Context: an optimization exercise on an open-source flow, tuned for small area, a short achievable clock period and few clock cycles per item. The choices shown serve that exercise and are no tape-out recipe. Where RTL was checked, it was by simulation tests only, not by an equivalence proof against the original. Function not checked in runs 1, 5 and 6: the RTL went through the layout flow alone. No activity file was given, so power comes from the tool's default toggle rates.

--- design.v ---
`default_nettype none
module mrc_rd_aoi (
    input  wire logic [31:0] i_a,
    input  wire logic        i_sa,
    input  wire logic [31:0] i_b,
    input  wire logic        i_sb,
    output logic      [31:0] o_y
);
    assign o_y = ~((i_a & {32{i_sa}}) | (i_b & {32{i_sb}}));
endmodule
module mrc_rd_nand4 (
    input  wire logic [31:0] i_x0,
    input  wire logic [31:0] i_x1,
    input  wire logic [31:0] i_x2,
    input  wire logic [31:0] i_x3,
    output logic      [31:0] o_y
);
    assign o_y = ~(i_x0 & i_x1 & i_x2 & i_x3);
endmodule
module mrc_rd_nor2 (
    input  wire logic [31:0] i_x0,
    input  wire logic [31:0] i_x1,
    output logic      [31:0] o_y
);
    assign o_y = ~(i_x0 | i_x1);
endmodule
`default_nettype wire
`default_nettype none
module matrix_rotate_clockwise_core (
    input  wire logic                  i_clk,
    input  wire logic                  i_rst_n,
    input  wire logic                  i_cfg_valid,
    output logic                       o_cfg_ready,
    input  wire logic [3:0]            i_cfg_matrix_dim,
    input  wire logic                  i_elem_valid,
    output logic                       o_elem_ready,
    input  wire logic [31:0]           i_elem_element_in,
    output logic                       o_rot_valid,
    input  wire logic                  i_rot_ready,
    output logic [31:0]                o_rot_element_out,
    output logic                       o_rot_last_of_matrix
);
    logic [2:0]  r_dm1;      
    logic [7:0]  r_dm1_oh;   
    logic        r_d1;       
    logic [1:0]  r_ph;       
    logic [7:0]  r_wro;
    logic [7:0]  r_wco;
    logic [2:0]  r_wrow;
    logic [2:0]  r_wcol;
    logic        r_wwrap;    
    logic        r_wlast;    
    logic        r_rv;       
    logic [7:0]  r_rro;
    logic [7:0]  r_rco;
    logic [2:0]  r_rrow;
    logic [2:0]  r_rcol;
    logic        r_rwrap;
    logic        r_rlast;
    logic [6:0]  r_gap;      
    logic        r_ready;
    logic        r_ovalid;
    logic        r_olast;
    logic [31:0] r_odata;
    logic [31:0] r_mem [64];
    localparam logic [7:0] OH0 = 8'd1;
    function automatic logic [15:0] f_start(input logic [1:0] m, input logic [7:0] dm1);
        case (m)
            2'd0: f_start = {OH0, OH0};
            2'd1: f_start = {dm1, OH0};
            2'd2: f_start = {dm1, dm1};
            default: f_start = {OH0, dm1};
        endcase
    endfunction
    function automatic logic [15:0] f_step(input logic [1:0] m, input logic [7:0] dm1,
                                           input logic [7:0] row, input logic [7:0] col,
                                           input logic wrap);
        logic [7:0] row_up;
        logic [7:0] row_dn;
        logic [7:0] col_up;
        logic [7:0] col_dn;
        row_up = {row[6:0], 1'b0};
        row_dn = {1'b0, row[7:1]};
        col_up = {col[6:0], 1'b0};
        col_dn = {1'b0, col[7:1]};
        case (m)
            2'd0: f_step = wrap ? {row_up, OH0} : {row, col_up};
            2'd1: f_step = wrap ? {dm1, col_up} : {row_dn, col};
            2'd2: f_step = wrap ? {row_dn, dm1} : {row, col_dn};
            default: f_step = wrap ? {OH0, col_dn} : {row_up, col};
        endcase
    endfunction
    function automatic logic [2:0] f_clamp(input logic [3:0] raw);
        if (raw == 4'd0)      f_clamp = 3'd0;
        else if (raw > 4'd8)  f_clamp = 3'd7;
        else                  f_clamp = 3'(raw - 4'd1);
    endfunction
    logic [1:0]  c_ph1;
    logic [15:0] c_waddr;
    logic [2:0]  c_wrow;
    logic [2:0]  c_wcol;
    logic        c_wwrap;
    logic        c_wlast;
    logic [15:0] c_raddr;
    logic [2:0]  c_rrow;
    logic [2:0]  c_rcol;
    logic        c_rwrap;
    logic        c_rlast;
    logic [6:0]  c_gap_inc;
    logic [6:0]  c_gap_dec;
    logic        c_gap_ge1;
    logic        c_gap_ge2;
    logic [2:0]  c_cfg_dm1;
    logic [2:0]  c_new_dm1;
    always_comb begin
        c_ph1   = r_ph + 2'd1;
        c_waddr = r_wlast ? f_start(c_ph1, r_dm1_oh)
                          : f_step(r_ph, r_dm1_oh, r_wro, r_wco, r_wwrap);
        c_wcol  = r_wwrap ? 3'd0 : r_wcol + 3'd1;
        c_wrow  = r_wlast ? 3'd0 : (r_wwrap ? r_wrow + 3'd1 : r_wrow);
        c_wwrap = (c_wcol == r_dm1);
        c_wlast = c_wwrap && (c_wrow == r_dm1);
        c_raddr = r_rlast ? f_start(c_ph1, r_dm1_oh)
                          : f_step(r_rv ? r_ph : c_ph1, r_dm1_oh, r_rro, r_rco, r_rwrap);
        c_rcol  = r_rwrap ? 3'd0 : r_rcol + 3'd1;
        c_rrow  = r_rlast ? 3'd0 : (r_rwrap ? r_rrow + 3'd1 : r_rrow);
        c_rwrap = (c_rcol == r_dm1);
        c_rlast = c_rwrap && (c_rrow == r_dm1);
        c_gap_inc = r_gap + 7'd1;
        c_gap_dec = r_gap - 7'd1;
        c_gap_ge1 = (r_gap != 7'd0);
        c_gap_ge2 = (r_gap[6:1] != 6'd0);
        c_cfg_dm1 = f_clamp(i_cfg_matrix_dim);
        c_new_dm1 = i_rst_n ? c_cfg_dm1 : 3'd2;
    end
    logic w_we;
    logic w_complete;
    logic w_re;
    assign w_we       = i_elem_valid & r_ready;
    assign w_complete = w_we & r_wlast;
    assign w_re       = (!r_ovalid | i_rot_ready) & (r_rv | (w_complete & !r_d1));
    always_ff @(posedge i_clk) begin
        if (!i_rst_n || i_cfg_valid) begin
            r_dm1    <= c_new_dm1;
            r_dm1_oh <= 8'd1 << c_new_dm1;
            r_d1     <= (c_new_dm1 == 3'd0);
            r_ph     <= 2'd0;
            r_wro    <= OH0;
            r_wco    <= OH0;
            r_wrow   <= 3'd0;
            r_wcol   <= 3'd0;
            r_wwrap  <= (c_new_dm1 == 3'd0);
            r_wlast  <= (c_new_dm1 == 3'd0);
            r_rv     <= 1'b0;
            r_rro    <= 8'd1 << c_new_dm1;
            r_rco    <= OH0;
            r_rrow   <= 3'd0;
            r_rcol   <= 3'd0;
            r_rwrap  <= (c_new_dm1 == 3'd0);
            r_rlast  <= (c_new_dm1 == 3'd0);
            r_gap    <= 7'd0;
            r_ready  <= 1'b1;
        end else begin
            if (w_complete) begin
                r_ph <= c_ph1;
            end
            if (w_we) begin
                {r_wro, r_wco} <= c_waddr;
                r_wrow  <= c_wrow;
                r_wcol  <= c_wcol;
                r_wwrap <= c_wwrap;
                r_wlast <= c_wlast;
            end
            if (w_re) begin
                {r_rro, r_rco} <= c_raddr;
                r_rrow  <= c_rrow;
                r_rcol  <= c_rcol;
                r_rwrap <= c_rwrap;
                r_rlast <= c_rlast;
            end
            if (r_rv) begin
                if (w_re & r_rlast) begin
                    r_rv <= 1'b0;
                end
                if (w_re & !w_we) begin
                    r_gap   <= c_gap_inc;
                    r_ready <= 1'b1;
                end else if (!w_re & w_we) begin
                    r_gap   <= c_gap_dec;
                    r_ready <= c_gap_ge2;
                end else begin
                    r_ready <= c_gap_ge1 | (w_re & r_rlast);
                end
            end else begin
                r_rv    <= w_complete;
                r_gap   <= {6'd0, w_re};
                r_ready <= !w_complete | w_re;
            end
        end
    end
    for (genvar i = 0; i < 64; i++) begin : g_word
        always_ff @(posedge i_clk) begin
            if (w_we & r_wro[i / 8] & r_wco[i % 8]) begin
                r_mem[i] <= i_elem_element_in;
            end
        end
    end
    logic [31:0] w_rd_l1 [32];
    logic [31:0] w_rd_row [8];
    logic [31:0] w_rd_l3 [4];
    logic [31:0] w_rdata;
    for (genvar g = 0; g < 32; g++) begin : g_rd_l1
        mrc_rd_aoi u_aoi (
            .i_a  (r_mem[2*g]),
            .i_sa (r_rco[(2*g) % 8]),
            .i_b  (r_mem[2*g+1]),
            .i_sb (r_rco[(2*g+1) % 8]),
            .o_y  (w_rd_l1[g])
        );
    end
    for (genvar g = 0; g < 8; g++) begin : g_rd_row
        mrc_rd_nand4 u_nand (
            .i_x0 (w_rd_l1[4*g]),
            .i_x1 (w_rd_l1[4*g+1]),
            .i_x2 (w_rd_l1[4*g+2]),
            .i_x3 (w_rd_l1[4*g+3]),
            .o_y  (w_rd_row[g])
        );
    end
    for (genvar g = 0; g < 4; g++) begin : g_rd_l3
        mrc_rd_aoi u_aoi (
            .i_a  (w_rd_row[2*g]),
            .i_sa (r_rro[2*g]),
            .i_b  (w_rd_row[2*g+1]),
            .i_sb (r_rro[2*g+1]),
            .o_y  (w_rd_l3[g])
        );
    end
    mrc_rd_nand4 u_rd_l4 (
        .i_x0 (w_rd_l3[0]),
        .i_x1 (w_rd_l3[1]),
        .i_x2 (w_rd_l3[2]),
        .i_x3 (w_rd_l3[3]),
        .o_y  (w_rdata)
    );
    always_ff @(posedge i_clk) begin
        if (w_re) begin
            r_odata <= w_rdata;
            r_olast <= r_rv & r_rlast;
        end
    end
    always_ff @(posedge i_clk) begin
        if (!i_rst_n) begin
            r_ovalid <= 1'b0;
        end else if (w_re) begin
            r_ovalid <= 1'b1;
        end else if (i_rot_ready) begin
            r_ovalid <= 1'b0;
        end
    end
    assign o_cfg_ready          = 1'b1;
    assign o_elem_ready         = r_ready;
    assign o_rot_valid          = r_ovalid;
    assign o_rot_element_out    = r_odata;
    assign o_rot_last_of_matrix = r_olast;
endmodule
`default_nettype wire
--- constraint.sdc ---
create_clock -name core_clock -period 5.0 [get_ports {i_clk}]
set_input_delay 1.0000 -clock core_clock [delete_from_list [all_inputs] [get_ports {i_clk}]]
set_output_delay 1.0000 -clock core_clock [all_outputs]
set_load 0.01 [all_outputs]
--- config.mk ---
export PLATFORM = sky130hd
export DESIGN_NAME = matrix_rotate_clockwise_core
export DESIGN_NICKNAME = matrix_rotate_clockwise_core
export VERILOG_FILES = /design/flow/design.v
export SDC_FILE = /design/flow/constraint.sdc
export NUM_CORES = 4
export LEC_CHECK = 0
export CAP_MARGIN = 20
export CORE_MARGIN = 2
export CORE_UTILIZATION = 55
export CTS_CLUSTER_DIAMETER = 100
export CTS_CLUSTER_SIZE = 30
export PLACE_DENSITY = 0.7
export SETUP_SLACK_MARGIN = 2.3
export SLEW_MARGIN = 20
export SYNTH_HIERARCHICAL = 1
export SYNTH_MINIMUM_KEEP_SIZE = 0
export TNS_END_PERCENT = 5
--- run.sh ---
#!/bin/bash
# synth_recipe.tcl (not shown) runs the flow's synth.tcl, then flattens the netlist and writes it again
# the make line also repeats each setting of config.mk as NAME=value (left out here)
make -C /OpenROAD-flow-scripts/flow DESIGN_CONFIG=/design/flow/config.mk WORK_HOME=/design/flow/orfs CLKGATE_MAP_FILE= SYNTH_SCRIPT=/design/flow/synth_recipe.tcl finish
==> run summary, run 1 <==
- The flow ran to the end and the layout has no timing, DRC or antenna violations.
- The number of standard cells in the layout, taps in and fillers out is between 6,000 and 7,000.
- The normalized max-slew margin is between 20 and 30%.
- The final setup violation count is 0.
- The wire length per cell after detailed routing is 32.6 um.
- The count of buffers added on input and output ports is 75.
- The worst path required time is ~5400 ps.
- For this run, the detailed router's first-pass iteration total came to 6.
- The largest vdd supply drop is between 200 and 250 uV.
- The number of instances in the synthesized netlist is between 4,000 and 5,000.
- Dividing the detail-routed via count by the number of cells gives ~7.
- The global-route wire length before repair is around 300,000 um.
- The mean instance size in the synthesized netlist is 18.1 um2.
- The number of antenna violations at the first check in global routing is 3.
- Hold repair after CTS inserted 0 buffers.
- The count of final hold-check violations came to 0.
- The clock tree buffer depth is 3.
- The number of nets in the synthesized netlist is 4,513.
- Across all layers, the routed design uses 44,856 vias.
- The number of violations of the max-capacitance limit is 0.
- Measured against the total synthesized area, the mux share comes to less than 1%.
- The number of buffer and inverter instances along the worst setup path is 1.
- The placeable core region is 0.145 mm2.
- Summing the areas of all xor and xnor instances in the mapped netlist gives 0.258% of the synthesized area.
- The global router's overall resource usage is between 20% and 30%.
- The critical-path cell with the highest stage delay is sky130_fd_sc_hd__a22oi_1.
- Dividing total power by cell area gives a power density of 350 mW/mm2.
- The complex-gate fraction of the synthesized area is between 10% and 20%.
- The number of nets in the final layout is about 4,500.
- The transition time at the pin with the least slew margin is 1060 ps.
- The H-tree depth reported by CTS is 3.
- The via count of the first global-routing pass came to about 42,000.
- Derived from the worst setup path, the maximum achievable clock frequency is 0.335 GHz.
- After legalization and detailed placement, the total HPWL measured about 120,000 um.
- The count of nets left with antenna violations once routing finished came out at 0.
- In the post-route analysis, the smallest setup slack over all paths is around 2000 ps.
- After synthesis the cells add up to around 0.08 mm2.
- The clock latency on the worst-skew pair is 740 ps.
- In the final layout, the share of cells above drive strength 1 is 7.75%.
- The I/O pin count is 77.
- The die height is approximately 390 um.
- In this run the core area contains between 100 and 150 standard-cell rows.
- The cell at the root of the clock tree is sky130_fd_sc_hd__clkbuf_16.
- After Yosys synthesis, full adders, half adders and majority gates account for less than 1% of the synthesized area.
- The post-route setup TNS is 0 ps.
- Before CTS, the worst setup slack after placement is ~1100 ps.
- The worst setup path is captured at a flop.
- In the routed design, unresolved DRC markers number 0.
- The fraction of the mapped netlist area in simple logic gates is around 4%.
- The placer's final routability congestion estimate is ~0.84.
- The initial utilization of the core area, before any placement, comes to ~55%.
- The signal on the critical path passes through buf_4 -> a22oi_1 -> nand4_1 -> a22oi_1 -> nand4_1.
- The most common library cell in the layout ignoring fill and taps is sky130_fd_sc_hd__edfxtp_1.
- Setup repair after global routing could not meet its margin everywhere.
- The leakage power figure is 24.8 nW.
- Of the synthesized area, sequential elements account for between 70 and 80%.
- The routed design has a little over 200,000 um of wire.
- Dividing the final minimum period by the clock period gives roughly three fifths.
- The CTS buffer count is 84.
- The cell type with the highest aggregate area in the netlist is sky130_fd_sc_hd__edfxtp_1.
- Across the routed clock network, the largest skew measured is roughly 51 ps.
- The horizontal die dimension is roughly 390 um.
- Synthesis inferred approximately 2,200 register bits.
- STA puts the critical path data arrival time at between 3000 and 4000 ps.
- The detailed router finished its first iteration with 6,582 violations.
- The share of flip-flops with an asynchronous set or reset after synthesis is 0%.
- After global routing the overflow that remains totals 0.
- The category of the most critical setup path is flop to flop.
- The startpoint class of the critical path is a flop.
- By area, the combinational part of the netlist is dominated by compound AO/OA/AOI/OAI gates.
- The CTS clock-pin slew for the worst setup and hold paths is roughly 110 ps.
- The count of unique library cells instantiated by Yosys is 74.
- The max-slew violation count is 0.
- The synthesized design contains about 2,100 enable-type register cells.
- The layout has approximately 11,000 filler cells.
- Entering global routing, the biggest net connects around 120 pins.
- The post-route minimum period is 2990 ps.
- Yosys attributes the largest share of cell area to sky130_fd_sc_hd__edfxtp_1, sky130_fd_sc_hd__a22oi_1, sky130_fd_sc_hd__nand4_1, sky130_fd_sc_hd__buf_6, sky130_fd_sc_hd__dfxtp_1.
- The delay of the slowest cell on the worst path is between 800 and 900 ps.
- In the layout the commonest cells are sky130_fd_sc_hd__edfxtp_1, sky130_fd_sc_hd__a22oi_1, sky130_fd_sc_hd__nand4_1, sky130_fd_sc_hd__clkbuf_16, sky130_fd_sc_hd__buf_4.
- The clock tree from TritonCTS is built.
- For this run, the number of Yosys warnings is 12.
- Along the worst path, the maximum fanout reaches 60.
- Grouping stages by cell kind, the critical path spends the most delay in compound AO/OA/AOI/OAI gates.
- The post-placement cell count is 6,240.
- In the synthesized netlist the dominant register cell turns out to be sky130_fd_sc_hd__edfxtp_1.
- The type of the most critical hold path is flop to flop.
- The area growth from synthesis to layout is 5.75%.
- The clock drives 2,152 sinks.
- The overall die area is about 0.15 mm2.
- The share of the synthesized area in the top cell type is between 70 and 80%.
## power by group
group	switching, mW	internal [mW]	leakage, nW
clock	5.20	3.25	1.16
combinational	0.978	0.292	4.30
sequential	0.109	19.9	19.4
total	6.29	23.5	24.8
## stage by stage
stage | util (%) | total power, mW | instance area, um2 | hold slack, ps
floorplan | - | 20.9 | 80500 | 436
global placement | 56.6 | 21.6 | 82300 | 445
CTS | 58.3 | 29.8 | 84800 | 473
global route | 58.5 | 30.5 | 85100 | 503
finish | 58.5 | 29.7 | 85100 | 470
detailed placement | 56.6 | 21.7 | 82300 | 459
## state kept, by name (all words and copies together), names as in the netlist, 7 cells and up
register  flops
r_dm1_oh      8
r_odata      32
r_mem      2048
r_wro         8
r_rco         8
r_gap         7
r_rro         8
r_wco         8
## worst paths after layout
path / cells past startpoint / to / startpoint / slack (ps)
worst min register to register: 2 / r_wcol[1]$_SDFFE_PP0N_ / r_wcol[1]$_SDFFE_PP0N_ / 470
worst min-delay path: 2 / r_wcol[1]$_SDFFE_PP0N_ / r_wcol[1]$_SDFFE_PP0N_ / 470
worst max-delay path: 5 / r_odata[2]$_DFFE_PP_ / r_rco[6]$_SDFFE_PP0P_ / 2010
worst max register to register: 5 / r_odata[2]$_DFFE_PP_ / r_rco[6]$_SDFFE_PP0P_ / 2010
## worst reg2reg max path, cell delays in order (launching register included)
cell                      delay [ps]
sky130_fd_sc_hd__dfxtp_4         610
sky130_fd_sc_hd__buf_4           450
sky130_fd_sc_hd__a22oi_1         220
sky130_fd_sc_hd__nand4_1         220
sky130_fd_sc_hd__a22oi_1         890
sky130_fd_sc_hd__nand4_1         280
## cell usage after synthesis (all sizes together), types with 16 or more instances
library cell     n
edfxtp        2104
a22oi         1164
nand4          289
buf            237
and3            69
a21oi           55
clkbuf          55
nand2           52
dfxtp           48
nor2            48
o21ai           39
nand3           24
ha              18
mux2i           16
xnor2           16
## modules after synthesis, one instance, submodules excluded
module / cells inside / cell area, um2 / copies in the design / flip-flops and latches
matrix_rotate_clockwise_core: 2797 / 68200 / 1 / 2152
mrc_rd_aoi: 38 / 289 / 36 / 0
mrc_rd_nand4: 32 / 200 / 9 / 0
## routing by layer
metal	global-route usage, %	up-vias	wire, um
met5	0	-	0
met4	9.71	0	7870
met3	4.55	276	22200
met1	39.6	23191	81400
met2	42.0	2754	96100
li1	-	18635	-
## area by class of cell
class / instances / area [um2] / area share, %
flip-flops and latches: 2152 / 64200 / 75.5
multi-input cells: 1992 / 14500 / 17.1
well taps: 1917 / 2400 / 2.82
clock buffers: 100 / 2230 / 2.62
repair buffers: 168 / 1480 / 1.74
clock inverters: 11 / 169 / 0.199
inverters: 17 / 75.1 / 0.0883
diodes: 1 / 2.50 / 0.00294
## cell families after synthesis
group,count (synthesis)
AO/OA/AOI/OAI,1363
XOR/XNOR,22
adder cells (fa/ha/maj),19
buffers and inverters,309
flip-flops,2152
multiplexers,32
other,1
AND/OR/NAND/NOR,555
## what timing repair did
action,CTS,global route
pin swaps,2,3
endpoints found under the setup margin,1734,2045
buffers inserted,4,2
gates resized for setup,16,61
==> run 2, diff against run 1 <==
--- a/design.v
+++ b/design.v
@@ -25,2 +25,12 @@
     assign o_y = ~(i_x0 | i_x1);
+endmodule
+`default_nettype wire
+`default_nettype none
+module mrc_hold (
+    input  wire logic        i_load,
+    input  wire logic [32:0] i_new,
+    input  wire logic [32:0] i_old,
+    output logic      [32:0] o_d
+);
+    assign o_d = i_load ? i_new : i_old;
 endmodule
@@ -245,7 +255,11 @@
     );
+    logic [32:0] w_out_d;
+    mrc_hold u_out_hold (
+        .i_load (w_re),
+        .i_new  ({r_rv & r_rlast, w_rdata}),
+        .i_old  ({r_olast, r_odata}),
+        .o_d    (w_out_d)
+    );
     always_ff @(posedge i_clk) begin
-        if (w_re) begin
-            r_odata <= w_rdata;
-            r_olast <= r_rv & r_rlast;
-        end
+        {r_olast, r_odata} <= w_out_d;
     end
==> run summary, run 2 <==
- The cell family contributing the most delay on the critical path is buffers and inverters.
- The first detailed-routing pass ran for 10 iterations.
- The starting density of the core is 55.4%.
- The I/O pin count is 77.
- The signed area change from the synthesized netlist to the final layout is 7.15%.
- In this run, the number of DRC markers left after iteration 0 of detailed routing was 7,879.
- The worst path uses between 50% and 60% of the clock period.
- The share of the Yosys chip area taken by registers is roughly four fifths.
- Leaving out fill and tap cells, the most frequent cell in the layout is sky130_fd_sc_hd__edfxtp_1.
- The synthesized netlist contains 79 unique library cells.
- The clock tree buffer depth is 3.
- The number of buffer and inverter instances along the worst setup path is 1.
- The worst setup slack after placement is 1260 ps.
- The worst pin sits at a relative slew slack of under 10%.
- The category of the most critical setup path is flop to primary output.
- Across all register-to-register paths, the minimum setup slack is ~2200 ps.
- The number of sinks handled by clock tree synthesis is approximately 2,200.
- In this run the tool buffered the top-level ports with between 70 and 80 buffer cells.
- The endpoint of the worst register-to-register path is r_odata[0]$_DFF_P_.
- The number of nets in the final layout is around 4,600.
- By area the synthesized netlist is led by sky130_fd_sc_hd__edfxtp_1, sky130_fd_sc_hd__a22oi_1, sky130_fd_sc_hd__nand4_1, sky130_fd_sc_hd__dfxtp_1, sky130_fd_sc_hd__buf_6.
- For this run, design rule violations remaining after detail routing come to 0.
- The worst path required time is about 4000 ps.
- The critical path ends at o_rot_element_out[18].
- Detailed routing inserted a total of ~46,000 vias.
- The synthesized design contains 2,152 register bits.
- The delay of the slowest cell on the worst path is just over 600 ps.
- The cell type with the highest aggregate area in the netlist is sky130_fd_sc_hd__edfxtp_1.
- The flow ran to the end and the layout has no timing, DRC or antenna violations.
- The total number of cells along the worst setup path is 1.
- The register with the most flip-flops in the layout has between 2,000 and 2,500 of them.
- The proportion of layout cells with a drive suffix above 1 is around 11%.
- The worst hold path begins at r_wcol[1]$_SDFFE_PP0N_.
- The number of instances in the synthesized netlist is between 4,000 and 5,000.
- The max-slew violation count was 0.
- In the final timing run, aggregate negative setup slack is 0 ps.
- The global router's overall resource usage is just under 30%.
- Setup repair after global routing could not meet its margin everywhere.
- The floorplan has 140 rows.
- The leakage power figure is roughly 26 nW.
- The min-delay analysis places its worst path in the category flop to flop.
- The worst register-to-register path begins at r_rco[6]$_SDFFE_PP0P_.
- For the final database, setup skew stands at 63.0 ps.
- The number of standard cells in the layout, taps in and fillers out is about 6,500.
- The post-synthesis instance area is 0.0807 mm2.
- For this run, the top clock speed supported by timing is approximately 0.34 GHz.
- The count of final hold-check violations came to 0.
- The via count of the first global-routing pass is 42,484.
- The number of warnings issued by yosys is 12.
- The die height is about 390 um.
- For this run, asynchronously set or reset flops after synthesis account for 0%.
- STA classifies the critical path endpoint as a primary output.
- In this run the remaining antenna-violating nets after routing total 0.
- The library cells used most frequently in the layout, excluding fill and tap cells, are sky130_fd_sc_hd__edfxtp_1, sky130_fd_sc_hd__a22oi_1, sky130_fd_sc_hd__nand4_1, sky130_fd_sc_hd__buf_4, sky130_fd_sc_hd__clkbuf_16.
- Yosys mapped a number of flops with a built-in enable equal to 2,071.
- The cell at the root of the clock tree is sky130_fd_sc_hd__clkbuf_16.
- The placeable core region is about 0.15 mm2.
- The number of antenna violations at the first check in global routing was 32.
- The critical-path cell with the highest stage delay is sky130_fd_sc_hd__clkdlybuf4s50_1.
- The most used flip-flop cell after synthesis is sky130_fd_sc_hd__edfxtp_1.
- The maximum fanout along the worst path is 2.
- The pin count of the biggest net entering global routing is 99.
- Tracing the worst setup path back leads to its startpoint at r_odata[18]$_DFF_P_.
- The first global-routing pass estimated roughly 320,000 um of wire.
- The ratio of total power to cell area is about 360 mW/mm2.
- At the pin with the least slew margin, the transition time is roughly 1400 ps.
- After detailed routing, the number of vias per cell comes to 7.10.
- Setup violations remaining at the end of the flow were counted as 0.
- The worst-case IR drop observed on VDD is 242 uV.
- After global routing the overflow that remains totals 0.
- Counting flops per register, the top entry is r_mem.
- The mean instance size in the synthesized netlist is about 18 um2.
- Routability-driven placement finished with a final weighted congestion of around 0.92.
- Measured in cells, the most critical reg-to-reg path has a length of 8.
- The wire length per cell after detailed routing is 35.2 um.
- Traced cell by cell, the critical path runs through clkdlybuf4s50_1.
- The most used standard cell by instance count after synthesis is sky130_fd_sc_hd__edfxtp_1.
- The CTS buffer count is between 80 and 90.
- In this run, post-CTS hold repair placed 0 buffers.
- The share of the synthesized area in the top cell type is between 70% and 80%.
- The number of nets in the synthesized netlist is roughly 4,500.
- At the later pin of the worst-skew pair, clock insertion delay measures between 700 and 800 ps.
- Across all setup checks in the final design, the least slack found is 2090 ps.
- Including well taps, the total number of placed cells is 6,303.
- The CTS clock-pin slew for the worst setup and hold paths is approximately 110 ps.
- TritonCTS built the clock tree.
- The H-tree was split into 3 levels.
- The post-route minimum period is 2910 ps.
- The detailed-placement wirelength estimate is roughly 130,000 um.
- Summed over all layers, the routed wires come to 229,000 um.
- STA puts the critical path data arrival time at ~1900 ps.
- The floorplan step defined a die boundary enclosing between 0.1 and 0.15 mm2.
- Max-cap violations in this run came to 0.
- The startpoint class of the critical path is a flop.
- The commonest cells after synthesis are sky130_fd_sc_hd__edfxtp_1, sky130_fd_sc_hd__a22oi_1, sky130_fd_sc_hd__nand4_1, sky130_fd_sc_hd__buf_2, sky130_fd_sc_hd__buf_6.
- The horizontal die dimension is 387 um.
==> run 2: changes by cell type in the layout (fill, tap and decap cells not counted), sizes merged, moves of 23 or more <==
cell           delta
dfxtp            +33
edfxtp           -33
dlymetal6s2s     +23
clkdlybuf4s50    -24
mux2             +34
buf              +85
==> run 2: cells by family after synthesis <==
family / share of synthesized area [%]
simple gates: 3.81
buf+inv: 2.79
compound gates: 12.6
other cells: 0.00465
fa+ha+maj: 0.330
xor+xnor: 0.258
flops: 79.1
mux: 1.09
==> run 2: stage by stage <==
step	hold WS [ps]	utilization (%)	area (um2)	power [mW]
final	469	59.4	86400	30.8
after global routing	475	59.3	86400	31.4
after CTS	443	58.9	85800	30.7
after detailed placement	457	56.8	82700	22.5
after global placement	453	56.8	82700	22.4
after floorplan	440	-	80700	21.3
==> run 2: per-layer routing <==
metal / vias to the layer above / track usage [%] / share of wire (%)
li1: 18925 / - / -
met1: 23794 / 41.6 / 36
met2: 3033 / 44.7 / 45
met3: 387 / 7.30 / 14
met4: 16 / 12.2 / 4.4
met5: - / 0 / 0.047
==> run 2: how the worst min path moves through the flow <==
stage | to | slack, ps | cells past startpoint
2_1_floorplan | r_wcol[1]$_SDFFE_PP0N_ | 440 | 2
3_3_place_gp | r_wcol[1]$_SDFFE_PP0N_ | 450 | 2
3_5_place_dp | r_wcol[1]$_SDFFE_PP0N_ | 460 | 2
4_1_cts | r_mem[53][22]$_DFFE_PP_ | 440 | 1
5_1_grt | r_mem[53][22]$_DFFE_PP_ | 470 | 1
6_report | r_wcol[1]$_SDFFE_PP0N_ | 470 | 2
==> run 2: tightest hold or removal path, delay by kind of cell, from the launching register on <==
family | cells | cell delay [ps]
and+or+nand+nor | 1 | 50
DFF | 1 | 330
AOI/OAI and AO/OA | 1 | 50
==> run 2: Yosys stat by module (local to each module, per instance) <==
module                        cells  cell area (um2)
mrc_rd_aoi                       38              289
matrix_rotate_clockwise_core   2791            67900
mrc_rd_nand4                     32              200
mrc_hold                         37              556
==> run 2: area by class of cell <==
type	instances	area, um2
fillers	10402	59100
clock inverters	9	126
diodes	14	35.0
flip-flops and latches	2152	63900
well taps	1917	2400
repair buffers	257	2640
inverters	24	103
clock buffers	117	2290
multi-input cells	2015	14900
==> run 2: report_power, final <==
part	leakage (nW)	internal, mW	switching (mW)
clock network	1.16	3.29	5.26
logic	5.46	0.617	1.20
registers	19.4	20.0	0.405
total	26.0	23.9	6.87
==> run 2: what timing repair did <==
action,CTS,global route
cloned,2,2
setup buffers,30,28
resized for setup,42,101
endpoints found under the setup margin,1379,1324
pin swaps,17,20
Testbench counts of run 2, summed over its fixed seeds: cycles 13,066, items 11,148.
==> run 3, diff against run 2 <==
==> flow/run.sh (new file) <==
#!/bin/bash
# Standard layout (the standard.sh, unchanged synthesis) with one change:
# port buffers are plain sky130_fd_sc_hd__buf_4 cells instead of the delay
# buffer buffer_ports picks by default. Every port still gets a buffer.
set -euo pipefail
bash standard.sh synth > synth.log 2>&1
bash standard.sh "BUFFER_PORTS_ARGS=-buffer_cell sky130_fd_sc_hd__buf_4" finish > layout.log 2>&1
==> standard.sh (new file) <==
#!/bin/bash
# synth_recipe.tcl (not shown) runs the flow's synth.tcl, then flattens the netlist and writes it again
# the make line also repeats each setting of config.mk as NAME=value (left out here)
make -C /OpenROAD-flow-scripts/flow DESIGN_CONFIG=/design/flow/config.mk WORK_HOME=/design/flow/orfs CLKGATE_MAP_FILE= SYNTH_SCRIPT=/design/flow/synth_recipe.tcl "${@:-finish}"
--- a/config.mk
+++ b/config.mk
@@ -13,3 +13,3 @@
 export PLACE_DENSITY = 0.7
-export SETUP_SLACK_MARGIN = 2.3
+export SETUP_SLACK_MARGIN = 2.8
 export SLEW_MARGIN = 20
removed: run.sh
==> run summary, run 3 <==
- The run finished with no timing, DRC or antenna violations.
- The tool flagged a number of max-cap violations equal to 0.
- Synthesis produced a netlist with a net count of 4,544.
- The pre-antenna-repair detailed-routing pass consisted of 9 iterations.
- The combinational group share of total power is ~6%.
- Of all flip-flops after synthesis, the portion carrying an async set or reset was 0%.
- The per-cell via count in the routed design is 7.31.
- Summing every instance area after synthesis gives 0.0807 mm2.
- The share of the synthesized area in the top cell type is between 70% and 80%.
- The final setup violation count is 0.
- The clock tree synthesis step divided the H-tree into 3 levels.
- Summed over all instances, the cell type with the most area after synthesis is sky130_fd_sc_hd__edfxtp_1.
- Before CTS, the worst setup slack after placement is 1480 ps.
- The number of antenna violations at the first check in global routing is 2.
- The final total power is a little over 30 mW.
- The routed wire length is 238,000 um.
- The via count of the first global-routing pass is around 45,000.
- The placer's final routability congestion estimate is 0.840.
- The post-route worst setup slack is approximately 2400 ps.
- Derived from the worst setup path, the maximum achievable clock frequency is between 0.3 and 0.4 GHz.
- The count of buffers from port buffering is 75.
- For this design, the slowest cell found on the critical path is sky130_fd_sc_hd__and3_2.
- The starting density of the core is 55.4%.
- The max-slew violation count is 0.
- After synthesis, the netlist uses 79 different library cells.
- The detailed router placed around 48,000 vias in this run.
- The worst clock skew is 48.8 ps.
- Together, buffers and inverters on the worst path number 0.
- The normalized max-slew margin is 21.1%.
- The top cell types in the final layout, fill and taps aside, are sky130_fd_sc_hd__edfxtp_1, sky130_fd_sc_hd__a22oi_1, sky130_fd_sc_hd__nand4_1, sky130_fd_sc_hd__buf_4, sky130_fd_sc_hd__a22oi_2.
- The floorplan step defined a die boundary enclosing ~0.15 mm2.
- In this run the horizontal extent of the chip is approximately 390 um.
- The register with the most flip-flops in the layout has between 2,000 and 2,500 of them.
- For the pin with the worst max-slew slack, the measured transition is approximately 1200 ps.
- The first routing iteration left approximately 8,200 violations.
- The CTS clock-pin slew for the worst setup and hold paths is approximately 110 ps.
- The die is around 390 um tall.
- The clock tree buffer depth is 3.
- The number of nets in the final layout is 4,625.
- The clock network is responsible for about 28% of the overall power.
- Detailed placement ended at an HPWL of around 110,000 um.
- The dominant synthesized flop cell is sky130_fd_sc_hd__edfxtp_1.
- The first global-routing pass estimated roughly 330,000 um of wire.
- Setup repair after global routing could not meet its margin everywhere.
- The most common library cell in the layout ignoring fill and taps is sky130_fd_sc_hd__edfxtp_1.
- The global router's overall resource usage is between 30% and 40%.
- In this run the worst hold path is classified as flop to flop.
- In this run the critical register-to-register path is launched from r_ready$_SDFF_PP1_.
- Net switching is between 20% and 30% of the power.
- After floorplanning, the core was sized to cover between 0.1 and 0.15 mm2.
- The worst hold path begins at r_wcol[1]$_SDFFE_PP0N_.
- The total internal power is 23.9 mW.
- Dividing the final minimum period by the clock period gives around 51%.
- The worst path required time is around 5300 ps.
- The cell count after synthesis came out at 4,484.
- Yosys printed 12 warnings.
- IR analysis of the VDD net gives a maximum drop of ~260 uV.
- After detailed routing, the number of remaining DRC violations is 0.
- Ranked by instance count, the synthesized netlist is headed by sky130_fd_sc_hd__edfxtp_1, sky130_fd_sc_hd__a22oi_1, sky130_fd_sc_hd__nand4_1, sky130_fd_sc_hd__buf_2, sky130_fd_sc_hd__buf_6.
- Counting every sink on the clock net gives 2,152.
- The CTS buffer count is 82.
- The signal on the critical path passes through and2_2 -> and3_2.
- In this run, synthesis inferred roughly 2,100 flip-flops with an integrated enable.
- The mean instance size in the synthesized netlist is between 15 and 20 um2.
- Tracing the worst setup path back leads to its startpoint at r_ready$_SDFF_PP1_.
- For the worst-skew pair, the clock arrives at the later sink with an insertion delay of 760 ps.
- The number of standard-cell rows in the floorplan is 140.
- The flop and latch count out of synthesis is ~2,200.
- The endpoint kind of the worst setup timing path is a flop.
- The leakage power figure is 26.5 nW.
- The count of final hold-check violations is 0.
- sky130_fd_sc_hd__edfxtp_1 is the most common cell in the netlist.
- By area the synthesized netlist is led by sky130_fd_sc_hd__edfxtp_1, sky130_fd_sc_hd__a22oi_1, sky130_fd_sc_hd__nand4_1, sky130_fd_sc_hd__dfxtp_1, sky130_fd_sc_hd__buf_6.
- The clock period could shrink to between 2000 and 3000 ps.
- The post-route setup TNS is 0 ps.
- The sequential share of the synthesized area is about four fifths.
- The number of filler cells placed in the layout is ~10,000.
- The category of cells accounting for the largest share of critical-path delay is simple AND/OR/NAND/NOR gates.
- By startpoint and endpoint, the worst setup path is classified as flop to flop.
- The signed area change from the synthesized netlist to the final layout is 9.75%.
- The startpoint class of the critical path is a flop.
- In this run the power spent charging and discharging nets is between 6 and 7 mW.
- The register with the most flip-flops in the final layout is r_mem.
- The data arrival time at the worst-slack endpoint is just under 3000 ps.
- The wire length per cell after detailed routing is 36.4 um.
- The number of antenna-violating nets in the routed design is 0.
- The pin count of the biggest net entering global routing is 80.
- The clock tree from TritonCTS is built.
- The ratio of total power to cell area is between 300 and 400 mW/mm2.
- The sequential power share is between 60% and 70%.
- The delay of the slowest cell on the worst path is approximately 1100 ps.
- The maximum fanout along the worst path is 32.
- The I/O pin count is between 70 and 80.
- The cell at the root of the clock tree is sky130_fd_sc_hd__clkbuf_16.
- After global routing the overflow that remains totals 0.
- The proportion of layout cells with a drive suffix above 1 is 15.2%.
-- run 3: final cells by class --
| type | count | area [um2] | share of cell area, % |
|---|---|---|---|
| repair buffers | 287 | 4070 | 4.60 |
| diodes | 3 | 7.51 | 0.00848 |
| flip-flops and latches | 2152 | 63900 | 72.2 |
| clock buffers | 126 | 2260 | 2.55 |
| multi-input cells | 2018 | 15700 | 17.7 |
| well taps | 1917 | 2400 | 2.71 |
| clock inverters | 8 | 118 | 0.133 |
| inverters | 24 | 105 | 0.119 |
-- run 3: metal layers --
metal / vias up / global-route usage (%) / wire, um / part of all wire [%]
met1: 24416 / 42.5 / 84900 / 36
met2: 3805 / 47.6 / 109000 / 46
met4: 0 / 14.8 / 13000 / 5.5
li1: 19030 / - / - / -
met3: 523 / 7.12 / 30600 / 13
met5: - / 0 / 0 / 0
-- run 3: metrics by stage --
| stage | hold WS, ps | instances | cell area (um2) | utilization [%] |
|---|---|---|---|---|
| 2_1_floorplan | 440 | 4484 | 80800 | - |
| 3_3_place_gp | 449 | 6259 | 82400 | 56.6 |
| 3_5_place_dp | 453 | 6260 | 82500 | 56.6 |
| 4_1_cts | 469 | 6519 | 88300 | 60.6 |
| 5_1_grt | 487 | 6532 | 88500 | 60.8 |
| 6_report | 472 | 6535 | 88500 | 60.8 |
-- run 3: cell families after synthesis --
kind of cell | synth area share, %
xor gates and xnor gates | 0.258
muxes | 1.09
adders and majority gates | 0.330
and+or+nand+nor | 3.81
DFF | 79.1
AOI/OAI and AO/OA | 12.6
other | 0.00465
buffers and inverters | 2.79
-- run 3: Yosys stat by module (local to each module, per instance) --
module / copies in the design / cells inside / cell area (um2)
mrc_rd_aoi: 36 / 38 / 289
mrc_rd_nand4: 9 / 32 / 200
matrix_rotate_clockwise_core: 1 / 2791 / 67900
mrc_hold: 1 / 37 / 556
-- run 3: path summary, 6_finish.rpt --
kind / endpoint / slack (ps) / cells past startpoint
setup / recovery: r_mem[43][26]$_DFFE_PP_ / 2430 / 2
hold / removal: r_wcol[1]$_SDFFE_PP0N_ / 470 / 2
setup reg to reg: r_mem[43][26]$_DFFE_PP_ / 2430 / 2
hold reg to reg: r_wcol[1]$_SDFFE_PP0N_ / 470 / 2
-- run 3: worst min-delay path: stages (launching register included) --
cell                      delay, ps
sky130_fd_sc_hd__dfxtp_1        330
sky130_fd_sc_hd__nand2_1         50
sky130_fd_sc_hd__a21oi_1         50
-- run 3: timing repair --
item | in CTS | in global routing
pin swaps | 120 | 13
gates cloned | 41 | 2
buffers inserted | 84 | 11
setup endpoints to repair | 1870 | 1251
hold buffers | 0 | 0
gates resized for setup | 267 | 30
-- run 3: power by group through the flow --
stage / sequential (mW) / combinational (mW) / clock, mW
after floorplan: 20.5 / 0.726 / 0
after CTS: 20.2 / 1.78 / 8.48
after detailed placement: 20.6 / 1.61 / 0
after global placement: 20.6 / 1.57 / 0
final: 20.2 / 1.85 / 8.46
after global routing: 20.3 / 1.91 / 9.03
==> run 4, diff against run 3 <==
--- a/config.mk
+++ b/config.mk
@@ -13,3 +13,3 @@
 export PLACE_DENSITY = 0.7
-export SETUP_SLACK_MARGIN = 2.8
+export SETUP_SLACK_MARGIN = 2.5
 export SLEW_MARGIN = 20
==> run summary, run 4 <==
- The period utilization is ~53%.
- The delay of the slowest cell on the worst path is 560 ps.
- The critical-path cell with the highest stage delay is sky130_fd_sc_hd__dfxtp_4.
- The library cell used most frequently in the layout, excluding fill and tap cells, is sky130_fd_sc_hd__edfxtp_1.
- The xor and xnor fraction of the mapped netlist area is less than 1%.
- Final hold analysis gives a worst-case slack of ~480 ps.
- The post-layout utilization of the core is 59.0%.
- The max-slew violation count is 0.
- The detailed-placement wirelength estimate is between 100,000 and 150,000 um.
- The number of instances in the synthesized netlist is approximately 4,500.
- The number of flip-flops under the largest register name is just over 2,000.
- Excluding fillers, the count of instances in the completed layout stands at between 6,000 and 7,000.
- The share of flip-flops with an asynchronous set or reset after synthesis is 0%.
- After synthesis, the most frequently instantiated cells are sky130_fd_sc_hd__edfxtp_1, sky130_fd_sc_hd__a22oi_1, sky130_fd_sc_hd__nand4_1, sky130_fd_sc_hd__buf_2, sky130_fd_sc_hd__buf_6.
- The signed area change from the synthesized netlist to the final layout is 6.57%.
- The number of nets handed over by synthesis was approximately 4,500.
- The CTS buffer count is 82.
- The synthesized design spends more area on one cell type than any other, namely sky130_fd_sc_hd__edfxtp_1.
- Once placement completed, the tool counted placed cells totaling between 6,000 and 7,000.
- The worst flop-to-flop path startpoint is r_rco[1]$_SDFFE_PP0P_.
- The critical path in this run is classified as flop to flop.
- The post-detailed-placement cell area is ~0.08 mm2.
- Pin placement for this block handled 77 I/O pins.
- The clock tree buffer depth is 3.
- The pin count of the biggest net entering global routing is 122.
- The signal on the critical path passes through buf_4 -> a22oi_1 -> nand4_1 -> a22oi_2 -> nand4_1 -> mux2_4.
- The starting density of the core is between 50% and 60%.
- The routed design has 223,000 um of wire.
- The initialized floorplan defines 140 standard-cell rows.
- The count of final hold-check violations was 0.
- Of the total synthesized cell area, the portion taken by full adders, half adders and majority gates is 0.330%.
- The placeable core region is ~0.15 mm2.
- The H-tree depth reported by CTS is 3.
- By area the synthesized netlist is led by sky130_fd_sc_hd__edfxtp_1, sky130_fd_sc_hd__a22oi_1, sky130_fd_sc_hd__nand4_1, sky130_fd_sc_hd__dfxtp_1, sky130_fd_sc_hd__buf_6.
- The global router's overall resource usage is 28.8%.
- The worst path required time is 5600 ps.
- The number of DRC markers in iteration 0 is between 6,000 and 7,000.
- The per-cell via count in the routed design is a little over 7.
- The count of nets left with antenna violations once routing finished came out at 0.
- More flip-flops sit in one register than any other, and that register is r_mem.
- Yosys printed 12 warnings.
- The startpoint class of the critical path is a flop.
- Summing every instance area after synthesis gives ~0.08 mm2.
- The type of the most critical hold path is flop to flop.
- With fillers left out, the area of the finished cells amounts to ~0.086 mm2.
- The tool flagged a number of max-cap violations equal to 0.
- The global-route wire length before repair is roughly 310,000 um.
- Across the VDD grid, the largest voltage drop is around 320 uV.
- The number of antenna violations at the first check in global routing came to 6.
- Dividing total power by cell area gives a power density of between 300 and 400 mW/mm2.
- In the synthesized netlist the dominant register cell turns out to be sky130_fd_sc_hd__edfxtp_1.
- The sequential power share is approximately two thirds.
- The register-to-register path setup slack is approximately 2400 ps.
- The via count is approximately 46,000.
- Summed over all nets, the switching power comes to about 6.6 mW.
- The category of cells accounting for the largest share of critical-path delay is compound AO/OA/AOI/OAI gates.
- Measured against its own limit, the worst slew margin works out to a little under a fifth.
- Across the routed clock network, the largest skew measured is between 40 and 50 ps.
- By instance count, the cell type seen most on the critical path is sky130_fd_sc_hd__nand4_1.
- The most used standard cell by instance count after synthesis is sky130_fd_sc_hd__edfxtp_1.
- The number of nets in the final layout is approximately 4,500.
- The CTS clock-pin slew for the worst setup and hold paths is between 100 and 150 ps.
- The horizontal die dimension is 387 um.
- The complex-gate fraction of the synthesized area is around an eighth.
- The post-route minimum period is ~2600 ps.
- The average instance in the mapped netlist occupies between 15 and 20 um2.
- The worst setup path is captured at a flop.
- The later pin in the worst-skew pair is clocked with a latency of between 700 and 800 ps.
- The sequential share of the synthesized area is between 70% and 80%.
- The wire length per cell after detailed routing is ~35 um.
- Power comes to roughly 30 mW.
- The main combinational cell family by area after synthesis is compound AO/OA/AOI/OAI gates.
- The diode insertion count for antenna repair is 0.
- Of the total synthesized cell area, the portion taken by AND, OR, NAND and NOR gates is 3.81%.
- The share of the synthesized area in the top cell type is a little under 80%.
- The post-route netlist has between 10% and 20% of its cells at a drive strength greater than 1.
- The leakage power figure is around 26 nW.
- Setup total negative slack on the finished layout was measured at 0 ps.
- The transition time at the pin with the least slew margin is ~1200 ps.
- At the placement stage, the worst setup path has a slack of about 1500 ps.
- Measured against the total synthesized area, the mux share comes to 1.09%.
- The clock net in this run drives a total of around 2,200 sinks.
- Cell internal power was estimated by the tool at around 24 mW.
- The data arrival time at the worst-slack endpoint is approximately 3200 ps.
- The endpoint of the worst register-to-register path is r_odata[22]$_DFF_P_.
- In the routed design, unresolved DRC markers number 0.
- The clock share of power is 28.0%.
- The top cell types in the final layout, fill and taps aside, are sky130_fd_sc_hd__edfxtp_1, sky130_fd_sc_hd__a22oi_1, sky130_fd_sc_hd__nand4_1, sky130_fd_sc_hd__buf_4, sky130_fd_sc_hd__clkbuf_16.
- The top achievable clock speed is approximately 0.38 GHz.
- The flow ran to the end and the layout has no timing, DRC or antenna violations.
- For this run, the detailed router's first-pass iteration total came to 10.
- Following the worst setup path forward leads to its endpoint at r_odata[22]$_DFF_P_.
- The switching part of the total power is between 20% and 30%.
- The synthesized design contains between 2,000 and 2,500 register bits.
- The overall die area is 0.150 mm2.
- The die height is just under 400 um.
- The count of buffers from port buffering is 75.
- The placer's final routability congestion estimate is 0.825.
- The launch point of the critical path is r_rco[1]$_SDFFE_PP0P_.
- Setup repair after global routing could not meet its margin everywhere.
- Counting distinct cell types in the post-synthesis netlist gives 79.
- The post-route worst setup slack is 2370 ps.
- TritonCTS built the clock tree.
- The final setup violation count is 0.
- The total number of cells along the worst setup path is 6.
- Summed over all layers, the global routing overflow is 0.
- The hold buffer count at CTS is 0.
- The via count of the first global-routing pass is 44,392.
- The count of flip-flops with a built-in enable after synthesis is 2,071.
- The combinational group share of total power is under 10%.
- The maximum fanout along the worst path is 31.
- The number of buffer and inverter instances along the worst setup path is 1.
- The depth of the worst register-to-register path is 6.
- The tree is rooted in a sky130_fd_sc_hd__clkbuf_16.
[run 4: cell counts after synthesis]
No cell type changed its count.
[run 4: power by group through the flow]
stage          clock, mW  combinational (mW)  sequential (mW)
2_1_floorplan          0               0.725             20.5
3_3_place_gp           0                1.59             20.6
3_5_place_dp           0                1.63             20.6
4_1_cts             8.57                1.69             20.2
5_1_grt             9.11                1.79             20.2
6_report            8.53                1.74             20.2
[run 4: worst min-delay path by stage]
stage                           startpoint                      to  slack, ps  depth (start not counted)
floorplan           r_wcol[1]$_SDFFE_PP0N_  r_wcol[1]$_SDFFE_PP0N_        440                          2
global placement    r_wcol[1]$_SDFFE_PP0N_  r_wcol[1]$_SDFFE_PP0N_        450                          2
detailed placement  r_wcol[1]$_SDFFE_PP0N_  r_wcol[1]$_SDFFE_PP0N_        460                          2
CTS                 r_wcol[1]$_SDFFE_PP0N_  r_wcol[1]$_SDFFE_PP0N_        480                          2
global route        r_wcol[1]$_SDFFE_PP0N_  r_wcol[1]$_SDFFE_PP0N_        500                          2
finish              r_wcol[1]$_SDFFE_PP0N_  r_wcol[1]$_SDFFE_PP0N_        480                          2
[run 4: worst register-to-register path, cell delays in order, from the launching register on]
cell,delay (ps)
sky130_fd_sc_hd__dfxtp_4,560
sky130_fd_sc_hd__buf_4,390
sky130_fd_sc_hd__a22oi_1,250
sky130_fd_sc_hd__nand4_1,220
sky130_fd_sc_hd__a22oi_2,400
sky130_fd_sc_hd__nand4_1,330
sky130_fd_sc_hd__mux2_4,350
[run 4: what timing repair did]
item / in CTS / in global routing
gates resized for setup: 69 / 20
gates cloned: 6 / 2
setup buffers: 25 / 6
setup endpoints to repair: 576 / 112
pin swaps: 10 / 8
[run 4: area by class of cell]
type | instances | area [um2]
Tap cell | 1917 | 2400
Multi-Input combinational cell | 2017 | 15100
Fill cell | 10433 | 59600
Clock buffer | 130 | 2320
Sequential cell | 2152 | 63900
Inverter | 24 | 97.6
Timing Repair Buffer | 199 | 2040
Clock inverter | 9 | 134
[run 4: per-module statistics from Yosys (local to each module, per instance)]
module	cells inside	area (um2)
mrc_rd_aoi	38	289
mrc_hold	37	556
mrc_rd_nand4	32	200
matrix_rotate_clockwise_core	2791	67900
[run 4: cells by family after synthesis]
group | after synthesis
and+or+nand+nor | 536
xor gates and xnor gates | 22
DFF | 2152
buffers and inverters | 317
other | 1
AOI/OAI and AO/OA | 1368
muxes | 67
adders and majority gates | 21
[run 4: metal layers]
layer / global-route usage (%) / routed length, um / up-vias / share of wire [%]
met3: 5.53 / 25600 / 445 / 11
met5: 0 / 66 / - / 0.030
li1: - / - / 18823 / -
met4: 12.6 / 10400 / 8 / 4.7
met2: 45.3 / 105000 / 3161 / 47
met1: 39.5 / 82300 / 23721 / 37
==> run 5, diff against run 4 <==
--- a/design.v
+++ b/design.v
@@ -65,2 +65,3 @@
     logic [7:0]  r_rco;
+    logic [63:0] r_rsel;     
     logic [2:0]  r_rrow;
@@ -166,2 +167,3 @@
             r_rco    <= OH0;
+            r_rsel   <= 64'd1 << {c_new_dm1, 3'd0};
             r_rrow   <= 3'd0;
@@ -185,2 +187,5 @@
                 {r_rro, r_rco} <= c_raddr;
+                for (int i = 0; i < 64; i++) begin
+                    r_rsel[i] <= c_raddr[8 + i / 8] & c_raddr[i % 8];
+                end
                 r_rrow  <= c_rrow;
@@ -218,3 +223,3 @@
     logic [31:0] w_rd_l1 [32];
-    logic [31:0] w_rd_row [8];
+    logic [31:0] w_rd_l2 [8];
     logic [31:0] w_rd_l3 [4];
@@ -224,5 +229,5 @@
             .i_a  (r_mem[2*g]),
-            .i_sa (r_rco[(2*g) % 8]),
+            .i_sa (r_rsel[2*g]),
             .i_b  (r_mem[2*g+1]),
-            .i_sb (r_rco[(2*g+1) % 8]),
+            .i_sb (r_rsel[2*g+1]),
             .o_y  (w_rd_l1[g])
@@ -230,3 +235,3 @@
     end
-    for (genvar g = 0; g < 8; g++) begin : g_rd_row
+    for (genvar g = 0; g < 8; g++) begin : g_rd_l2
         mrc_rd_nand4 u_nand (
@@ -236,3 +241,3 @@
             .i_x3 (w_rd_l1[4*g+3]),
-            .o_y  (w_rd_row[g])
+            .o_y  (w_rd_l2[g])
         );
@@ -240,7 +245,5 @@
     for (genvar g = 0; g < 4; g++) begin : g_rd_l3
-        mrc_rd_aoi u_aoi (
-            .i_a  (w_rd_row[2*g]),
-            .i_sa (r_rro[2*g]),
-            .i_b  (w_rd_row[2*g+1]),
-            .i_sb (r_rro[2*g+1]),
+        mrc_rd_nor2 u_nor (
+            .i_x0 (w_rd_l2[2*g]),
+            .i_x1 (w_rd_l2[2*g+1]),
             .o_y  (w_rd_l3[g])
==> run summary, run 5 <==
- The run finished with no timing, DRC or antenna violations.
- The library cell used most frequently in the layout, excluding fill and tap cells, is sky130_fd_sc_hd__edfxtp_1.
- In this run the horizontal extent of the chip is ~390 um.
- The count of flip-flops with a built-in enable after synthesis is 2,135.
- The starting density of the core is a little under three fifths.
- The ratio of total power to cell area is between 300 and 400 mW/mm2.
- Of the total synthesized cell area, the portion taken by XOR and XNOR cells is 0.232%.
- Dividing the detail-routed via count by the number of cells gives approximately 6.8.
- The detail route stage leaves a number of antenna-violating nets equal to 0.
- Setup repair after global routing could not meet its margin everywhere.
- The cell depth of the worst hold path is 2.
- The largest individual stage delay along the critical path comes from the cell sky130_fd_sc_hd__nor2_1.
- The detailed-placement wirelength estimate is 122,000 um.
- The post-route DRC violation count is 0.
- The flop and latch count out of synthesis is 2,216.
- The startpoint identified for the worst register-to-register timing path is r_rsel[22]$_SDFFCE_PP0P_.
- The worst setup path is of the flop to flop kind.
- The pre-antenna-repair detailed-routing pass consisted of 6 iterations.
- The first global-routing pass estimated 297,000 um of wire.
- The maximum fanout along the worst path is 32.
- The count of final hold-check violations came to 0.
- The number of standard-cell rows in the floorplan is around 140.
- Summing over every cut layer, the via total after detailed routing is approximately 45,000.
- The number of DRC markers in iteration 0 is 6,375.
- The I/O pin count is slightly below 80.
- The clock latency on the worst-skew pair is ~740 ps.
- Setup violations remaining at the end of the flow were counted as 0.
- Setup total negative slack on the finished layout was measured at 0 ps.
- In this run the critical register-to-register path is captured at r_odata[12]$_DFF_P_.
- The max-slew violation count is 0.
- The launch point of the worst hold path is r_wcol[1]$_SDFFE_PP0N_.
- The CTS buffer count is 86.
- The placeable core region is about 0.15 mm2.
- The largest vdd supply drop is between 200 and 300 uV.
- Data on the critical path arrives at its endpoint at between 3000 and 4000 ps.
- The tightest hold path in the finished design has a slack of approximately 480 ps.
- The global router's overall resource usage is about 27%.
- The share of the synthesized area in the top cell type is roughly 80%.
- The overall die area is between 0.15 and 0.2 mm2.
- The transition time at the pin with the least slew margin is 1260 ps.
- In the synthesized netlist the dominant register cell turns out to be sky130_fd_sc_hd__edfxtp_1.
- The placer's final routability congestion estimate is about 0.88.
- Wires add up to about 210,000 um.
- The endpoint with the worst hold slack is r_wcol[1]$_SDFFE_PP0N_.
- The post-route minimum period is ~2700 ps.
- For the final database, setup skew stands at 40.8 ps.
- For this run the aggregate overflow at the end of global routing stands at 0.
- In the post-synthesis netlist, the biggest area contributors are sky130_fd_sc_hd__edfxtp_1, sky130_fd_sc_hd__a22oi_1, sky130_fd_sc_hd__nand4_1, sky130_fd_sc_hd__dfxtp_1, sky130_fd_sc_hd__buf_6.
- The top achievable clock speed is ~0.37 GHz.
- After synthesis the cells add up to ~0.08 mm2.
- The analysis attributes to cell leakage a power of 26.6 nW.
- The signal on the critical path passes through buf_4 -> a22oi_1 -> nand4_1 -> nor2_1 -> nand4_1 -> mux2_4.
- The number of antenna violations at the first check in global routing came to 14.
- The CTS clock-pin slew for the worst setup and hold paths is ~110 ps.
- The number of nets in the final layout is about 4,700.
- The number of warnings issued by yosys is 12.
- The delay of the slowest cell on the worst path is 530 ps.
- The root buffer cell chosen for the clock tree is sky130_fd_sc_hd__clkbuf_16.
- The clock tree from TritonCTS is built.
- The H-tree depth reported by CTS is 3.
- In the final layout, the share of cells above drive strength 1 is just over 10%.
- The signed area change from the synthesized netlist to the final layout is 6.07%.
- The synthesized design spends more area on one cell type than any other, namely sky130_fd_sc_hd__edfxtp_1.
- The register-to-register path setup slack is about 2300 ps.
- The final critical path takes up between 50% and 60% of the cycle.
- The count of unique library cells instantiated by Yosys is between 80 and 90.
- The sequential share of the synthesized area is around four fifths.
- The worst path required time is between 5000 and 6000 ps.
- Leaving out fill and tap cells, the most frequent cells in the layout are sky130_fd_sc_hd__edfxtp_1, sky130_fd_sc_hd__a22oi_1, sky130_fd_sc_hd__nand4_1, sky130_fd_sc_hd__nor2_1, sky130_fd_sc_hd__buf_4.
- The register with the most flip-flops in the layout has 2,048 of them.
- The complex-gate fraction of the synthesized area is 11.4%.
- The hold buffer count at CTS is 0.
- The type of the most critical hold path is flop to flop.
- The library cell appearing most often on the critical path is sky130_fd_sc_hd__nand4_1.
- The mean instance size in the synthesized netlist is between 15 and 20 um2.
- The wire length per cell after detailed routing is between 30 and 40 um.
- The longest clock path from root to sink contains 3 buffers.
- In the synthesized netlist the async set-or-reset flop fraction comes to 0%.
- The die is 391 um tall.
- Clock tree synthesis found a total of approximately 2,200 sinks.
- The worst setup path is captured at a flop.
- Cells fill between 50% and 60% of the core in the end.
- Buffers placed on the I/O ports in this run total 75.
- The startpoint class of the critical path is a flop.
- The number of instances in the synthesized netlist is 4,621.
- The multiplexer share of the synthesized area is 1.06%.
- Across the run, the number of max-cap violations was 0.
- The pin count of the biggest net entering global routing is 75.
- The via count of the first global-routing pass is between 40,000 and 50,000.
- After synthesis, the most frequently instantiated cells are sky130_fd_sc_hd__edfxtp_1, sky130_fd_sc_hd__a22oi_1, sky130_fd_sc_hd__nand4_1, sky130_fd_sc_hd__nor2_1, sky130_fd_sc_hd__buf_2.
- Measured against its own limit, the worst slew margin works out to between 10% and 20%.
- The number of cells on the worst reg-to-reg path is 6.
- The adder and majority cell fraction of the synthesized area is less than 1%.
- By area, the combinational part of the netlist is dominated by compound AO/OA/AOI/OAI gates.
- The number of nets in the synthesized netlist is 4,681.
- The largest register by flop count is r_mem.
- The fraction of the mapped netlist area in simple logic gates is ~4.8%.
- sky130_fd_sc_hd__edfxtp_1 is the most common cell in the netlist.
run 5: cell count changes after synthesis, sizes merged, moves of 8 or more:
cell,delta
a31oi,+8
a2bb2oi,-8
nand3,-9
nor2,+183
nand2b,+8
buf,-24
clkbuf,+8
mux2i,+8
edfxtp,+64
a22oi,-128
o21ai,+13
run 5: worst max-delay path: cells and delay by family (launching register included):
family                 cells  cell delay (ps)
flip-flops                 1              400
AO/OA/AOI/OAI              1              270
multiplexers               1              380
buffers and inverters      1              260
AND/OR/NAND/NOR            3             1180
run 5: per-layer routing:
metal,global-route usage [%],vias up,wire [um]
li1,-,19079,-
met1,36.7,23204,79200
met2,42.9,2414,99100
met3,5.68,442,21300
met4,12.0,12,10500
met5,0,-,86
run 5: through the flow:
step                      power (mW)  setup WS, ps  instance area, um2  instances
after CTS                       31.8          2300               87200       6599
after detailed placement        23.4          1310               84200       6443
after floorplan                 22.2          1930               82500       4621
after global placement          23.3          1300               84200       6443
final                           31.8          2330               87400       6618
after global routing            32.6          2330               87400       6611
run 5: power by group:
part           internal (mW)  total [mW]  switching, mW
combinational          0.641        2.45           1.81
sequential              20.5        20.6          0.123
clock                   3.44        8.76           5.32
run 5: timing repair:
action,in CTS,in global routing
cloned,0,0
setup endpoints to repair,1688,1647
gates resized for setup,50,40
buffers inserted,31,8
pin swaps,10,6
run 5: area by class of cell:
class | instances | area, um2
diodes | 11 | 27.5
clock buffers | 116 | 2390
clock inverters | 9 | 135
fillers | 10757 | 61800
inverters | 19 | 92.6
multi-input cells | 2109 | 15000
flip-flops and latches | 2216 | 65700
well taps | 1944 | 2430
repair buffers | 194 | 1560
run 5: kinds of logic (layout without fill, tap and decap cells):
kind of cell    count (synthesis)  after routing
mux                            69             69
fa+ha+maj                      19             19
flops                        2216           2216
buf+inv                       296            338
compound gates               1255           1255
other cells                     1             12
simple gates                  744            744
xor+xnor                       21             21
run 5: Yosys stat by module, one instance, submodules excluded:
module                        times used  area, um2
mrc_hold                               1        556
matrix_rotate_clockwise_core           1      70300
mrc_rd_nor2                            4        120
mrc_rd_nand4                           9        200
mrc_rd_aoi                            32        289
run 5: worst max path at each step:
stage	from	end	cells past startpoint
final	r_rsel[22]$_SDFFCE_PP0P_	r_odata[12]$_DFF_P_	6
after global routing	r_ovalid$_SDFFE_PN0P_	r_gap[6]$_SDFFE_PP0P_	13
after CTS	r_rsel[0]$_DFFE_PP_	r_odata[24]$_DFF_P_	6
after detailed placement	i_elem_valid	r_gap[6]$_SDFFE_PP0P_	13
after global placement	i_elem_valid	r_gap[6]$_SDFFE_PP0P_	13
after floorplan	i_elem_valid	r_gap[6]$_SDFFE_PP0P_	12
==> run 6, diff against run 5 <==
--- a/config.mk
+++ b/config.mk
@@ -9,6 +9,6 @@
 export CORE_MARGIN = 2
-export CORE_UTILIZATION = 55
+export CORE_UTILIZATION = 65
 export CTS_CLUSTER_DIAMETER = 100
 export CTS_CLUSTER_SIZE = 30
-export PLACE_DENSITY = 0.7
+export PLACE_DENSITY = 0.78
 export SETUP_SLACK_MARGIN = 2.5
==> run summary, run 6 <==
- The flow ran to the end and the layout has no timing, DRC or antenna violations.
- The register with the most flip-flops in the layout has approximately 2,000 of them.
- The signal on the critical path passes through buf_4 -> a22oi_1 -> nand4_1 -> nor2_1 -> nand4_1 -> mux2_4.
- The launch point of the critical path is r_rsel[0]$_DFFE_PP_.
- Final hold analysis gives a worst-case slack of ~480 ps.
- After the last flow step, the layout net total stands at ~4,700.
- The critical path is of the flop to flop type.
- The placer's final routability congestion estimate is approximately 0.93.
- The type of the most critical hold path is flop to flop.
- Yosys instantiated no cell more often than sky130_fd_sc_hd__edfxtp_1.
- The normalized max-slew margin is between 10% and 20%.
- The path with the worst hold slack has its endpoint at r_wcol[1]$_SDFFE_PP0N_.
- The number of antenna violations at the first check in global routing is 17.
- The period utilization is a little over half.
- The tree is rooted in a sky130_fd_sc_hd__clkbuf_16.
- The count of final hold-check violations is 0.
- The startpoint class of the critical path is a flop.
- The endpoint of the worst register-to-register path is r_odata[29]$_DFF_P_.
- A synthesized cell averages 17.8 um2.
- The CTS buffer count is between 80 and 90.
- The worst flop-to-flop path startpoint is r_rsel[0]$_DFFE_PP_.
- The number of sinks handled by clock tree synthesis is 2,216.
- The die height is 360 um.
- In this run, post-CTS hold repair placed 0 buffers.
- After detailed routing, the number of vias per cell comes to 7.25.
- The post-route setup TNS is 0 ps.
- By instance count, the cell type seen most on the critical path is sky130_fd_sc_hd__nand4_1.
- For the worst flop-to-flop path, the logic depth is 6.
- For the pin with the worst max-slew slack, the measured transition is roughly 1300 ps.
- The leakage power figure is 26.7 nW.
- The number of standard-cell rows in the floorplan is between 100 and 150.
- Detailed placement finished with a half-perimeter wire length of 118,000 um.
- The register-to-register path setup slack is between 2000 and 2500 ps.
- Counting along the longest clock path gives a buffer depth of 3.
- After synthesis, the most frequently instantiated cells are sky130_fd_sc_hd__edfxtp_1, sky130_fd_sc_hd__a22oi_1, sky130_fd_sc_hd__nand4_1, sky130_fd_sc_hd__nor2_1, sky130_fd_sc_hd__buf_2.
- The number of instances in the synthesized netlist is ~4,600.
- Yosys mapped a number of flops with a built-in enable equal to roughly 2,100.
- The post-route minimum period is about 2700 ps.
- After clock tree synthesis, the clock-pin slew on the worst setup and hold paths is 110 ps.
- Based on the critical path, the design can be clocked at up to 0.366 GHz.
- The count of buffers from port buffering is 75.
- The tool flagged a number of max-cap violations equal to 0.
- For this run, the register share of the synthesized area comes to 79.8%.
- The flop and latch count out of synthesis is approximately 2,200.
- The max-slew violation count came to 0.
- The number of nets in the synthesized netlist is roughly 4,700.
- Along the worst path, the maximum fanout reaches 32.
- The largest single stage delay on the critical path is 550 ps.
- The number of DRC markers in iteration 0 is between 7,000 and 8,000.
- Power spread over the standard cell area amounts to 363 mW/mm2.
- The library cells used most frequently in the layout, excluding fill and tap cells, are sky130_fd_sc_hd__edfxtp_1, sky130_fd_sc_hd__a22oi_1, sky130_fd_sc_hd__nand4_1, sky130_fd_sc_hd__nor2_1, sky130_fd_sc_hd__buf_4.
- The count of unique library cells instantiated by Yosys is 81.
- The overall die area is 0.130 mm2.
- The global router's overall resource usage is approximately a third.
- The post-route DRC violation count is 0.
- The area growth from synthesis to layout is 5.65%.
- The post-synthesis instance area is roughly 0.082 mm2.
- The pin count of the biggest net entering global routing is 75.
- The share of the synthesized area in the top cell type is 77.8%.
- After synthesis, the share of flip-flops with an asynchronous set or reset is 0%.
- The worst-case IR drop observed on VDD is around 260 uV.
- The wire length per cell after detailed routing is roughly 33 um.
- Setup violations remaining at the end of the flow were counted as 0.
- The number of warnings issued by yosys is 12.
- The kind of cell with the highest combined delay along the critical path is simple AND/OR/NAND/NOR gates.
- The most common library cell in the layout ignoring fill and taps is sky130_fd_sc_hd__edfxtp_1.
- The first global-routing pass estimated about 300,000 um of wire.
- The via count of the first global-routing pass is between 40,000 and 50,000.
- TritonCTS built the clock tree.
- Of the cells placed in the final design, the portion with a size suffix greater than 1 is 10.4%.
- The horizontal die dimension is between 300 and 400 um.
run 6: cell counts after synthesis:
Identical to the previous run, type by type.
run 6: worst max path at each step:
stage / to / slack [ps] / cells after the start
after detailed placement: r_rsel[30]$_SDFFCE_PP0P_ / 1210 / 7
after global placement: r_rsel[22]$_SDFFCE_PP0P_ / 1310 / 7
after CTS: r_odata[0]$_DFF_P_ / 2380 / 6
after floorplan: r_gap[6]$_SDFFE_PP0P_ / 1930 / 12
after global routing: r_gap[6]$_SDFFE_PP0P_ / 2300 / 10
final: r_odata[29]$_DFF_P_ / 2270 / 6
run 6: power by group:
| group | switching [mW] | internal (mW) | leakage, nW |
|---|---|---|---|
| logic | 1.81 | 0.645 | 5.42 |
| clock network | 5.24 | 3.33 | 1.17 |
| registers | 0.136 | 20.5 | 20.1 |
| total | 7.19 | 24.5 | 26.7 |
run 6: worst reg2reg max path: stages, from the launching register on:
cell and delay (ps):
sky130_fd_sc_hd__edfxtp_1 450, sky130_fd_sc_hd__buf_4 300, sky130_fd_sc_hd__a22oi_1 300, sky130_fd_sc_hd__nand4_1 210, sky130_fd_sc_hd__nor2_1 550, sky130_fd_sc_hd__nand4_1 440
sky130_fd_sc_hd__mux2_4 380
run 6: timing repair:
| item | in CTS | in global routing |
|---|---|---|
| pin swaps | 10 | 11 |
| endpoints found under the setup margin | 1463 | 1437 |
| gates resized for setup | 42 | 35 |
| endpoints found under the hold margin | 0 | 0 |
| gates cloned | 2 | 0 |
| setup buffers | 41 | 14 |
run 6: logic make-up (layout without fill, tap and decap cells):
family | after synthesis | after routing | share of synthesized area (%)
compound gates | 1255 | 1255 | 11.4
xor+xnor | 21 | 21 | 0.232
fa+ha+maj | 19 | 19 | 0.298
buf+inv | 296 | 366 | 2.49
flops | 2216 | 2216 | 79.8
mux | 69 | 69 | 1.06
other cells | 1 | 7 | 0.00455
simple gates | 744 | 744 | 4.76
run 6: metrics by stage:
step                      setup WS (ps)  cells  utilization, %  instance area (um2)
after floorplan                    1930   4621               -                82500
after global placement             1310   6142            66.6                83700
after detailed placement           1210   6142            66.6                83700
after CTS                          2380   6327            69.0                86800
after global routing               2300   6342            69.2                87000
final                              2270   6347            69.2                87100
run 6: Yosys stat by module (local to each module, per instance):
module / area [um2] / flip-flops and latches / copies in the design
matrix_rotate_clockwise_core: 70300 / 2216 / 1
mrc_hold: 556 / 0 / 1
mrc_rd_aoi: 289 / 0 / 32
mrc_rd_nand4: 200 / 0 / 9
mrc_rd_nor2: 120 / 0 / 4
run 6: cell type report:
class | count | area [um2] | area share, %
sequential | 2216 | 65700 | 75.5
multi-input combinational | 2109 | 15000 | 17.2
clock buffer | 135 | 2360 | 2.71
tap | 1650 | 2060 | 2.37
timing repair buffer | 205 | 1690 | 1.94
inverter | 19 | 96.3 | 0.111
clock inverter | 7 | 93.8 | 0.108
antenna | 6 | 15.0 | 0.0172
run 6: per-layer routing:
| metal | global-route usage, % | wire length [um] | up-vias |
|---|---|---|---|
| li1 | - | - | 19099 |
| met1 | 46.1 | 76300 | 23470 |
| met2 | 48.1 | 95900 | 3094 |
| met3 | 6.42 | 28100 | 372 |
| met4 | 12.8 | 9320 | 12 |
| met5 | 0 | 77 | - |
